This is an optimization exercise on Yosys and OpenROAD, whose aim is small area, a short achievable clock period and few clock cycles, not a production implementation. The RTL was checked by simulation tests, not by an equivalence proof against the original design.

==> flow/design.v <==
`timescale 1ns/1ps
package rv_isa_pkg;
    localparam int XLEN = 64;
    typedef logic [4:0] reg_idx_t;
    localparam logic [6:0] OPC_OP_IMM = 7'b0010011;
    localparam logic [6:0] OPC_OP     = 7'b0110011;
    localparam logic [6:0] OPC_LUI    = 7'b0110111;
    localparam logic [2:0] F3_ADD  = 3'b000;
    localparam logic [2:0] F3_SLL  = 3'b001;
    localparam logic [2:0] F3_SLT  = 3'b010;
    localparam logic [2:0] F3_SLTU = 3'b011;
    localparam logic [2:0] F3_XOR  = 3'b100;
    localparam logic [2:0] F3_SR   = 3'b101;
    localparam logic [2:0] F3_OR   = 3'b110;
    localparam logic [2:0] F3_AND  = 3'b111;
    localparam logic [6:0] F7_BASE = 7'b0000000;
    localparam logic [6:0] F7_ALT  = 7'b0100000;
    typedef struct packed {
        logic [6:0] funct7;
        reg_idx_t   rs2;
        reg_idx_t   rs1;
        logic [2:0] funct3;
        reg_idx_t   rd;
        logic [6:0] opcode;
    } instr_t;
    typedef enum logic [3:0] {
        ALU_ADD,
        ALU_SUB,
        ALU_SLL,
        ALU_SLT,
        ALU_SLTU,
        ALU_XOR,
        ALU_SRL,
        ALU_SRA,
        ALU_OR,
        ALU_AND,
        ALU_PASS_B
    } alu_op_e;
    localparam int APB_AW = 12;
    localparam logic [APB_AW-1:0] ADDR_INSTR    = 12'h000;
    localparam logic [APB_AW-1:0] ADDR_HART     = 12'h004;
    localparam logic [APB_AW-1:0] ADDR_REG_BASE = 12'h100;
    typedef struct packed {
        logic              psel;
        logic              penable;
        logic              pwrite;
        logic [APB_AW-1:0] paddr;
        logic [31:0]       pwdata;
    } apb_req_t;
    typedef struct packed {
        logic            pready;
        logic            pslverr;
        logic [XLEN-1:0] prdata;
    } apb_rsp_t;
    typedef struct packed {
        logic   valid;
        instr_t instr;
    } issue_t;
    typedef struct packed {
        logic            valid;
        reg_idx_t        rd;
        reg_idx_t        rs1;
        reg_idx_t        rs2;
        logic [XLEN-1:0] op_a;
        logic [XLEN-1:0] op_b;
        logic [XLEN-1:0] imm;
        alu_op_e         alu_op;
        logic            use_imm;
        logic            wr;
    } id_ex_t;
    typedef struct packed {
        logic            valid;
        logic            wr;
        reg_idx_t        rd;
        logic [XLEN-1:0] result;
    } ex_wb_t;
endpackage
`timescale 1ns/1ps
module alu
(
    input  logic [rv_isa_pkg::XLEN-1:0] a_i,
    input  logic [rv_isa_pkg::XLEN-1:0] b_i,
    input  rv_isa_pkg::alu_op_e op_i,
    output logic [rv_isa_pkg::XLEN-1:0] y_o
);
    logic [5:0] shamt;
    logic       lt_s;
    logic       lt_u;
    assign shamt = b_i[5:0];
    assign lt_s = $signed(a_i) < $signed(b_i);
    assign lt_u = a_i < b_i;
    always_comb begin
        case (op_i)
            rv_isa_pkg::ALU_ADD:    y_o = a_i + b_i;
            rv_isa_pkg::ALU_SUB:    y_o = a_i - b_i;
            rv_isa_pkg::ALU_SLL:    y_o = a_i << shamt;
            rv_isa_pkg::ALU_SLT:    y_o = {{(rv_isa_pkg::XLEN-1){1'b0}}, lt_s};
            rv_isa_pkg::ALU_SLTU:   y_o = {{(rv_isa_pkg::XLEN-1){1'b0}}, lt_u};
            rv_isa_pkg::ALU_XOR:    y_o = a_i ^ b_i;
            rv_isa_pkg::ALU_SRL:    y_o = a_i >> shamt;
            rv_isa_pkg::ALU_SRA:    y_o = $signed(a_i) >>> shamt;
            rv_isa_pkg::ALU_OR:     y_o = a_i | b_i;
            rv_isa_pkg::ALU_AND:    y_o = a_i & b_i;
            rv_isa_pkg::ALU_PASS_B: y_o = b_i;
            default:    y_o = '0;
        endcase
    end
endmodule
`timescale 1ns/1ps
module regfile
(
    input  logic            c_clk,
    input  rv_isa_pkg::reg_idx_t        rs1_i,
    input  rv_isa_pkg::reg_idx_t        rs2_i,
    input  rv_isa_pkg::reg_idx_t        dbg_idx_i,
    input  rv_isa_pkg::reg_idx_t        rd_i,
    input  logic            wr_i,
    input  logic [rv_isa_pkg::XLEN-1:0] d_i,
    output logic [rv_isa_pkg::XLEN-1:0] r1_o,
    output logic [rv_isa_pkg::XLEN-1:0] r2_o,
    output logic [rv_isa_pkg::XLEN-1:0] dbg_o
);
    logic [rv_isa_pkg::XLEN-1:0] mem [32];
    always_ff @(posedge c_clk) begin
        if (wr_i && rd_i != '0) begin
            mem[rd_i] <= d_i;
        end
    end
    assign r1_o  = (rs1_i == '0) ? '0 : mem[rs1_i];
    assign r2_o  = (rs2_i == '0) ? '0 : mem[rs2_i];
    assign dbg_o = (dbg_idx_i == '0) ? '0 : mem[dbg_idx_i];
endmodule
`timescale 1ns/1ps
module execute_stage
(
    input  logic   c_clk,
    input  logic   c_rst_n,
    input  rv_isa_pkg::id_ex_t id_ex_i,
    output rv_isa_pkg::ex_wb_t ex_wb_o,
    output logic   busy_o
);
    rv_isa_pkg::ex_wb_t          ex_wb_d;
    rv_isa_pkg::ex_wb_t          ex_wb_q;
    rv_isa_pkg::ex_wb_t          wbf_q;
    logic [rv_isa_pkg::XLEN-1:0] a_fwd;
    logic [rv_isa_pkg::XLEN-1:0] rs2_fwd;
    logic [rv_isa_pkg::XLEN-1:0] b_sel;
    logic [rv_isa_pkg::XLEN-1:0] y;
    function automatic logic [rv_isa_pkg::XLEN-1:0] fwd(input logic [4:0] rs, input logic [rv_isa_pkg::XLEN-1:0] rf_val,
                                            input logic ex_wr, input logic [4:0] ex_rd,
                                            input logic [rv_isa_pkg::XLEN-1:0] ex_result,
                                            input logic wbf_wr, input logic [4:0] wbf_rd,
                                            input logic [rv_isa_pkg::XLEN-1:0] wbf_result);
        fwd = rf_val;
        if (rs == '0) begin
            fwd = rf_val;
        end else if (ex_wr && ex_rd == rs) begin
            fwd = ex_result;
        end else if (wbf_wr && wbf_rd == rs) begin
            fwd = wbf_result;
        end
    endfunction
    assign a_fwd   = fwd(id_ex_i.rs1, id_ex_i.op_a, ex_wb_q.valid && ex_wb_q.wr, ex_wb_q.rd,
                         ex_wb_q.result, wbf_q.valid && wbf_q.wr, wbf_q.rd, wbf_q.result);
    assign rs2_fwd = fwd(id_ex_i.rs2, id_ex_i.op_b, ex_wb_q.valid && ex_wb_q.wr, ex_wb_q.rd,
                         ex_wb_q.result, wbf_q.valid && wbf_q.wr, wbf_q.rd, wbf_q.result);
    assign b_sel   = id_ex_i.use_imm ? id_ex_i.imm : rs2_fwd;
    alu alu_i (
        .a_i  (a_fwd),
        .b_i  (b_sel),
        .op_i (id_ex_i.alu_op),
        .y_o  (y)
    );
    always_comb begin
        ex_wb_d.valid  = id_ex_i.valid;
        ex_wb_d.wr     = id_ex_i.wr;
        ex_wb_d.rd     = id_ex_i.rd;
        ex_wb_d.result = y;
    end
    always_ff @(posedge c_clk) begin
        if (!c_rst_n) begin
            ex_wb_q.valid <= 1'b0;
            wbf_q.valid   <= 1'b0;
        end else begin
            ex_wb_q <= ex_wb_d;
            wbf_q   <= ex_wb_q;
        end
    end
    assign ex_wb_o = ex_wb_q;
    assign busy_o  = ex_wb_q.valid;
endmodule
`timescale 1ns/1ps
module decode_stage
(
    input  logic            c_clk,
    input  logic            c_rst_n,
    input  rv_isa_pkg::issue_t          issue_i,
    input  rv_isa_pkg::ex_wb_t          wb_i,
    input  rv_isa_pkg::reg_idx_t        dbg_idx_i,
    output logic [rv_isa_pkg::XLEN-1:0] dbg_data_o,
    output rv_isa_pkg::id_ex_t          id_ex_o,
    output logic            busy_o
);
    rv_isa_pkg::instr_t          ir;
    logic [rv_isa_pkg::XLEN-1:0] r1;
    logic [rv_isa_pkg::XLEN-1:0] r2;
    rv_isa_pkg::id_ex_t          id_ex_d;
    rv_isa_pkg::id_ex_t          id_ex_q;
    assign ir = issue_i.instr;
    function automatic rv_isa_pkg::alu_op_e f3_op(input logic [2:0] f3, input logic alt);
        case (f3)
            rv_isa_pkg::F3_ADD:  f3_op = alt ? rv_isa_pkg::ALU_SUB : rv_isa_pkg::ALU_ADD;
            rv_isa_pkg::F3_SLL:  f3_op = rv_isa_pkg::ALU_SLL;
            rv_isa_pkg::F3_SLT:  f3_op = rv_isa_pkg::ALU_SLT;
            rv_isa_pkg::F3_SLTU: f3_op = rv_isa_pkg::ALU_SLTU;
            rv_isa_pkg::F3_XOR:  f3_op = rv_isa_pkg::ALU_XOR;
            rv_isa_pkg::F3_SR:   f3_op = alt ? rv_isa_pkg::ALU_SRA : rv_isa_pkg::ALU_SRL;
            rv_isa_pkg::F3_OR:   f3_op = rv_isa_pkg::ALU_OR;
            default: f3_op = rv_isa_pkg::ALU_AND;
        endcase
    endfunction
    regfile regfile_i (
        .c_clk     (c_clk),
        .rs1_i     (ir.rs1),
        .rs2_i     (ir.rs2),
        .dbg_idx_i (dbg_idx_i),
        .rd_i      (wb_i.rd),
        .wr_i      (wb_i.valid && wb_i.wr),
        .d_i       (wb_i.result),
        .r1_o      (r1),
        .r2_o      (r2),
        .dbg_o     (dbg_data_o)
    );
    always_comb begin
        id_ex_d         = '0;
        id_ex_d.valid   = issue_i.valid;
        id_ex_d.rd      = ir.rd;
        id_ex_d.rs1     = ir.rs1;
        id_ex_d.rs2     = ir.rs2;
        id_ex_d.op_a    = r1;
        id_ex_d.op_b    = r2;
        id_ex_d.alu_op  = rv_isa_pkg::ALU_ADD;
        id_ex_d.imm     = {{(rv_isa_pkg::XLEN-12){ir.funct7[6]}}, ir.funct7, ir.rs2};
        case (ir.opcode)
            rv_isa_pkg::OPC_OP_IMM: begin
                id_ex_d.use_imm = 1'b1;
                id_ex_d.alu_op  = f3_op(ir.funct3, (ir.funct3 == rv_isa_pkg::F3_SR) && ir.funct7[5]);
                if (ir.funct3 == rv_isa_pkg::F3_SLL) begin
                    id_ex_d.wr = ir.funct7[6:1] == 6'b0;
                end else if (ir.funct3 == rv_isa_pkg::F3_SR) begin
                    id_ex_d.wr = {ir.funct7[6], ir.funct7[4:1]} == 5'b0;
                end else begin
                    id_ex_d.wr = 1'b1;
                end
            end
            rv_isa_pkg::OPC_OP: begin
                id_ex_d.alu_op = f3_op(ir.funct3, ir.funct7[5]);
                id_ex_d.wr     = (ir.funct7 == rv_isa_pkg::F7_BASE)
                              || ((ir.funct7 == rv_isa_pkg::F7_ALT)
                                  && (ir.funct3 == rv_isa_pkg::F3_ADD || ir.funct3 == rv_isa_pkg::F3_SR));
            end
            rv_isa_pkg::OPC_LUI: begin
                id_ex_d.use_imm = 1'b1;
                id_ex_d.alu_op  = rv_isa_pkg::ALU_PASS_B;
                id_ex_d.imm     = {{(rv_isa_pkg::XLEN-32){ir.funct7[6]}}, ir[31:12], 12'b0};
                id_ex_d.wr      = 1'b1;
            end
            default: begin
                id_ex_d.wr = 1'b0;
            end
        endcase
    end
    always_ff @(posedge c_clk) begin
        if (!c_rst_n) begin
            id_ex_q.valid <= 1'b0;
        end else begin
            id_ex_q <= id_ex_d;
        end
    end
    assign id_ex_o = id_ex_q;
    assign busy_o  = id_ex_q.valid;
endmodule
`timescale 1ns/1ps
module apb_port
#(
    parameter int unsigned HART_ID = 0
) (
    input  logic            c_clk,
    input  logic            c_rst_n,
    input  rv_isa_pkg::apb_req_t        apb_i,
    output rv_isa_pkg::apb_rsp_t        apb_o,
    output rv_isa_pkg::issue_t          issue_o,
    output rv_isa_pkg::reg_idx_t        dbg_idx_o,
    input  logic [rv_isa_pkg::XLEN-1:0] dbg_data_i,
    input  logic            id_busy_i,
    input  logic            ex_busy_i
);
    logic            setup;
    logic            access;
    logic            is_instr;
    logic            is_hart;
    logic            is_reg;
    logic            bad;
    logic            done_now;
    logic            in_flight;
    logic            wr_done;
    logic [rv_isa_pkg::XLEN-1:0] rdata_d;
    logic            pready_q;
    logic            pslverr_q;
    logic [rv_isa_pkg::XLEN-1:0] prdata_q;
    rv_isa_pkg::issue_t          issue_q;
    assign setup  = apb_i.psel && !apb_i.penable;
    assign access = apb_i.psel && apb_i.penable;
    assign is_instr = apb_i.paddr == rv_isa_pkg::ADDR_INSTR;
    assign is_hart  = apb_i.paddr == rv_isa_pkg::ADDR_HART;
    assign is_reg   = (apb_i.paddr[11:8] == rv_isa_pkg::ADDR_REG_BASE[11:8]) && (apb_i.paddr[2:0] == 3'b0);
    assign bad = !(is_instr || is_hart || is_reg)
               || (apb_i.pwrite && !is_instr)
               || (!apb_i.pwrite && is_instr);
    assign in_flight = issue_q.valid || id_busy_i || ex_busy_i;
    assign done_now = bad || apb_i.pwrite || is_hart || !in_flight;
    assign dbg_idx_o = apb_i.paddr[7:3];
    assign rdata_d   = is_hart ? rv_isa_pkg::XLEN'(HART_ID) : (is_reg ? dbg_data_i : '0);
    assign wr_done = access && pready_q && apb_i.pwrite && is_instr;
    always_ff @(posedge c_clk) begin
        if (!c_rst_n) begin
            pready_q  <= 1'b0;
            pslverr_q <= 1'b0;
        end else if (setup) begin
            pready_q  <= done_now;
            pslverr_q <= bad;
        end else if (access && !pready_q) begin
            pready_q  <= !in_flight;
            pslverr_q <= 1'b0;
        end else begin
            pready_q  <= 1'b0;
            pslverr_q <= 1'b0;
        end
    end
    always_ff @(posedge c_clk) begin
        if (!pready_q) begin
            prdata_q <= rdata_d;
        end
    end
    always_ff @(posedge c_clk) begin
        if (!c_rst_n) begin
            issue_q.valid <= 1'b0;
        end else begin
            issue_q.valid <= wr_done;
            issue_q.instr <= apb_i.pwdata;
        end
    end
    assign issue_o = issue_q;
    assign apb_o.pready  = pready_q;
    assign apb_o.pslverr = pslverr_q;
    assign apb_o.prdata  = prdata_q;
endmodule
`timescale 1ns/1ps
module rv_core_top
#(
    parameter int unsigned HART_ID = 5
) (
    input  logic     c_clk,
    input  logic     c_rst_n,
    input  rv_isa_pkg::apb_req_t apb_i,
    output rv_isa_pkg::apb_rsp_t apb_o
);
    rv_isa_pkg::issue_t          issue;
    rv_isa_pkg::id_ex_t          id_ex;
    rv_isa_pkg::ex_wb_t          ex_wb;
    rv_isa_pkg::reg_idx_t        dbg_idx;
    logic [rv_isa_pkg::XLEN-1:0] dbg_data;
    logic            id_busy;
    logic            ex_busy;
    apb_port #(
        .HART_ID    (HART_ID)
    ) apb_port_i (
        .c_clk      (c_clk),
        .c_rst_n    (c_rst_n),
        .apb_i      (apb_i),
        .apb_o      (apb_o),
        .issue_o    (issue),
        .dbg_idx_o  (dbg_idx),
        .dbg_data_i (dbg_data),
        .id_busy_i  (id_busy),
        .ex_busy_i  (ex_busy)
    );
    decode_stage decode_stage_i (
        .c_clk      (c_clk),
        .c_rst_n    (c_rst_n),
        .issue_i    (issue),
        .wb_i       (ex_wb),
        .dbg_idx_i  (dbg_idx),
        .dbg_data_o (dbg_data),
        .id_ex_o    (id_ex),
        .busy_o     (id_busy)
    );
    execute_stage execute_stage_i (
        .c_clk      (c_clk),
        .c_rst_n    (c_rst_n),
        .id_ex_i    (id_ex),
        .ex_wb_o    (ex_wb),
        .busy_o     (ex_busy)
    );
endmodule
`timescale 1ns/1ps
module rv_core (
    input  logic        clk,
    input  logic        rst_n,
    input  logic        psel,
    input  logic        penable,
    input  logic        pwrite,
    input  logic [11:0] paddr,
    input  logic [31:0] pwdata,
    output logic        pready,
    output logic        pslverr,
    output logic [63:0] prdata
);
    rv_isa_pkg::apb_req_t req;
    rv_isa_pkg::apb_rsp_t rsp;
    assign req.psel    = psel;
    assign req.penable = penable;
    assign req.pwrite  = pwrite;
    assign req.paddr   = paddr;
    assign req.pwdata  = pwdata;
    assign pready  = rsp.pready;
    assign pslverr = rsp.pslverr;
    assign prdata  = rsp.prdata;
    rv_core_top #(
        .HART_ID (5)
    ) u_core (
        .c_clk   (clk),
        .c_rst_n (rst_n),
        .apb_i   (req),
        .apb_o   (rsp)
    );
endmodule
==> flow/run.sh <==
#!/bin/bash
# synth_recipe.tcl (not shown) runs the flow's synth.tcl, then flattens the netlist and writes it again
# the make line also repeats each setting of config.mk as NAME=value (left out here)
make -C /OpenROAD-flow-scripts/flow DESIGN_CONFIG=/design/flow/config.mk WORK_HOME=/design/flow/orfs CLKGATE_MAP_FILE= SYNTH_SCRIPT=/design/flow/synth_recipe.tcl finish
==> flow/config.mk <==
export PLATFORM = sky130hd
export DESIGN_NAME = rv_core
export DESIGN_NICKNAME = rv_core
export VERILOG_FILES = /design/flow/design.v
export SDC_FILE = /design/flow/constraint.sdc
export NUM_CORES = 4
export LEC_CHECK = 0
export CAP_MARGIN = 20
export CORE_MARGIN = 2
export CORE_UTILIZATION = 40
export SLEW_MARGIN = 20
==> flow/constraint.sdc <==
create_clock -name core_clock -period 6.8 [get_ports {clk}]
set_input_delay 1.3600 -clock core_clock [delete_from_list [all_inputs] [get_ports {clk}]]
set_output_delay 1.3600 -clock core_clock [all_outputs]
set_load 0.01 [all_outputs]
==> flow_metrics.tcl <==
set metrics [dict create \
    status "timing/DRC/antenna clean" \
    drc 0 \
    clk_pin_slew_ns 0.06 \
    routedWlPerCell_um 39.1 \
    worstSetupEndpointType "flop" \
    viasPerCell 7.02 \
    synth.yosys.seq_area_share_pct 50.9 \
    place_ws_ns 0.180 \
    clock-root-buffer "clkbuf_16" \
    wl_um 561000 \
    synth-async-reset-ratio_pct 0 \
    post-cts-setup-buffers 0 \
    clkSinkCount 2471 \
    path_class "flop to flop" \
    netlist_instances 9094 \
    p_clk_share_pct 34.7 \
    route.vias.total 101000 \
    power_mw 44.1 \
    layout_commonest_cell "edfxtp_1" \
    clock_latency_ns 0.94 \
    drt-initial-drc-count 17400 \
    synth_edf_count 2465 \
    p_leak_nw 54.2 \
    rrSetupSlack_ns 0.27 \
    die_x_um 607 \
    grt_pass1_wl_um 781000 \
    grt_pass1_vias 98500 \
    ys_types 95 \
    dieArea_sq_um 369000 \
    cts_tree "built" \
    synth_ff_type "edfxtp_1" \
    synth_area_leaders "edfxtp_1, mux4_2, mux2i_1" \
    cts_buffer_depth 4 \
    hp-start "u_core.apb_port_i.issue_q[9]" \
    setup_viol 0 \
    dp.cells 13800 \
    yosysWarningCount 5 \
    worst_slack_ns 0.267 \
    swShare_pct 31.0 \
    p_switching_mw 13.7 \
    initial_core_util_pct 40.2 \
    skew_ns 0.0720 \
    startpoint_type "flop" \
    internal_power_mw 30.4 \
    antenna_found_initial 31 \
    hold_path_class "flop to flop" \
    portBuffers 114 \
    crit_fanout 67 \
    rsz0062_at_grt "no" \
    cap_violations 0 \
    netlist_area_sq_um 146000 \
    areaGrowthSynthToFinish_pct 13.3 \
    final-hold-violation-count 0 \
    final_cells 14400 \
    drive_gt1_share_pct 32.3 \
    ir_drop_uv 224 \
    timing.rr.start "u_core.decode_stage_i.id_ex_q[204]" \
    utilization_pct 45.5 \
    die_h_um 607 \
    cts_buffers 283 \
    syn_area_per_cell_sq_um 16.0 \
    min_period_over_period_pct 96.1 \
    drv_slew 0 \
    crit_required_ns 7.45 \
    grt_usage_pct 29.7 \
    h-tree-depth 5 \
    grt_overflow 0 \
    first_pass_iters 6 \
    grt_max_degree 145 \
    fillers 30900 \
    cts_resized 0 \
    hold_depth 0 \
    fmax_ghz 0.153 \
    relSlewSlack_pct 19.8 \
    min_period_ns 6.53 \
    coreArea_sq_um 363000 \
    sequentialPowerShare_pct 41.2 \
    r2r-end "u_core.execute_stage_i.ex_wb_q[62]" \
    combPwrFrac_pct 24.1 \
    dpl.hpwl_um 352000 \
    cp.arrival_ns 7.18 \
    ios 115 \
    gp_congestion 0.969 \
    rows 221 \
    reg2reg_depth 20 \
    drt.antenna.violating_nets 0 \
    ys_ff_latch 2471 \
    final_cell_mix "edfxtp_1, mux4_2, nor2_1" \
    nNetsFinal 9578 \
    powerDensity_nw_per_um2 267 \
    hold_buffers 0 \
    synth_top_area_cell "edfxtp_1" \
    worst_pin_slew_ns 1.20 \
    holdPathEnd "u_core.decode_stage_i.id_ex_q[210]" \
    yosysTopAreaCellShare_pct 50.8 \
    finalSetupTns_ns 0 \
]
[power groups by stage]
stage / Combinational (mW) / Clock [mW] / Sequential [mW]
4_1_cts: 10.3 / 15.5 / 18.2
6_report: 10.7 / 15.3 / 18.2
3_3_place_gp: 10.2 / 0 / 18.5
2_1_floorplan: 5.72 / 0 / 18.6
3_5_place_dp: 10.3 / 0 / 18.5
5_1_grt: 11.1 / 16.1 / 18.2
[layout make-up]
cell class | instances | area, sq um | share of cell area (%)
clock inverter | 156 | 1590 | 0.962
tap | 4794 | 6000 | 3.63
clock buffer | 352 | 7510 | 4.55
sequential | 2471 | 74100 | 44.9
inverter | 204 | 771 | 0.467
multi-input combinational | 5691 | 68300 | 41.4
timing repair buffer | 679 | 6760 | 4.09
antenna | 4 | 10.0 | 0.00606
[worst max-delay path: stages, from the launching register on]
cell      delay (ns)
edfxtp_1        0.45
or4_1           0.66
nor2_4          0.30
buf_12          0.26
buf_4           0.41
or2_2           0.18
o221ai_1        0.14
inv_1           0.11
ha_1            0.24
or2_2           0.36
a2111o_1        0.48
a311oi_2        0.49
nor4_4          0.10
buf_12          0.15
o31ai_1         0.29
buf_4           0.19
a221o_1         0.25
a311o_1         0.42
a31oi_1         0.14
a211o_1         0.30
a221o_1         0.28
[state kept, by name, summed over array words and instances, names as in the netlist]
name,count
u_core.apb_port_i.pready_q,1
u_core.apb_port_i.issue_q,33
u_core.execute_stage_i.ex_wb_q,71
u_core.execute_stage_i.wbf_q,71
u_core.decode_stage_i.regfile_i.mem,2048
u_core.apb_port_i.prdata_q,64
u_core.decode_stage_i.id_ex_q,182
u_core.apb_port_i.pslverr_q,1
[per-stage QoR]
stage          area [sq um]  hold slack, ns
6_report             165000           0.423
5_1_grt              165000           0.438
4_1_cts              165000           0.422
3_5_place_dp         156000           0.409
3_3_place_gp         156000           0.402
2_1_floorplan        146000           0.400
[logic make-up (layout without fill, tap and decap cells)]
logic type / after synthesis / after routing / share of synthesized area [%]
compound gates: 1460 / 1460 / 6.63
xor+xnor: 42 / 42 / 0.253
fa+ha+maj: 199 / 199 / 1.72
buf+inv: 995 / 1391 / 2.65
flops: 2471 / 2471 / 50.9
mux: 2419 / 2419 / 33.1
other cells: 1 / 68 / 0.00257
simple gates: 1507 / 1507 / 4.72
[Yosys cell counts, drive strengths merged (40+ instances only)]
cell    count
edfxtp   2465
mux4     1920
nor2      610
clkbuf    554
mux2i     481
o21ai     375
nand2     340
a21oi     264
buf       237
inv       201
ha        197
o22ai     163
nand3     120
nor3      109
o221ai    101
or2        81
or3        76
a221oi     68
o211ai     59
a21o       50
a211oi     40
[metal layers]
layer  track usage [%]  part of all wire, %  up-vias
li1                  -                    -    38900
met4              11.1                  4.4       14
met3              6.27                   11     1282
met1              42.2                   39    53200
met2              45.0                   45     7244
met5                 0                0.016        -
[worst max-delay path by stage]
stage,start,to,slack (ns)
floorplan,u_core.execute_stage_i.ex_wb_q[68],u_core.execute_stage_i.ex_wb_q[62],0.31
finish,u_core.decode_stage_i.id_ex_q[204],u_core.execute_stage_i.ex_wb_q[62],0.27
global route,u_core.decode_stage_i.id_ex_q[202],u_core.execute_stage_i.ex_wb_q[62],0.02
detailed placement,u_core.execute_stage_i.ex_wb_q[65],u_core.execute_stage_i.ex_wb_q[62],0.18
global placement,u_core.execute_stage_i.ex_wb_q[65],u_core.execute_stage_i.ex_wb_q[62],0.28
CTS,u_core.execute_stage_i.ex_wb_q[65],u_core.execute_stage_i.ex_wb_q[62],0.18
Testbench counts, summed over its fixed seeds: cycles 18,504.

afterwards: timing with drivers on the ports:
How much do the figures lean on ideal ports? The routed layout below was timed once more, with nothing changed but the port constraints. Step 1: set_driving_cell puts a clkbuf_16 on clk and a buf_2 on each other input, an assumption about the parent block. Step 2 adds t to the input delays and takes it off the output delays; t is the mean of the earliest and latest rising clock arrival at the registers after step 1. Input paths then give back, and output paths get back, about the clock's delay inside the block. Three values: ideal ports, drivers, drivers and shift; two values: the first two.
t (ns): 1.018
setup WS [ns]: 0.267 / 0.267 / 0.267
worst data-port slew with drivers (ns): 0.07
After both steps setup and hold are still met in this run. The setup slack of this run moves by 0.000 ns with the drivers and by 0.000 ns with both steps.
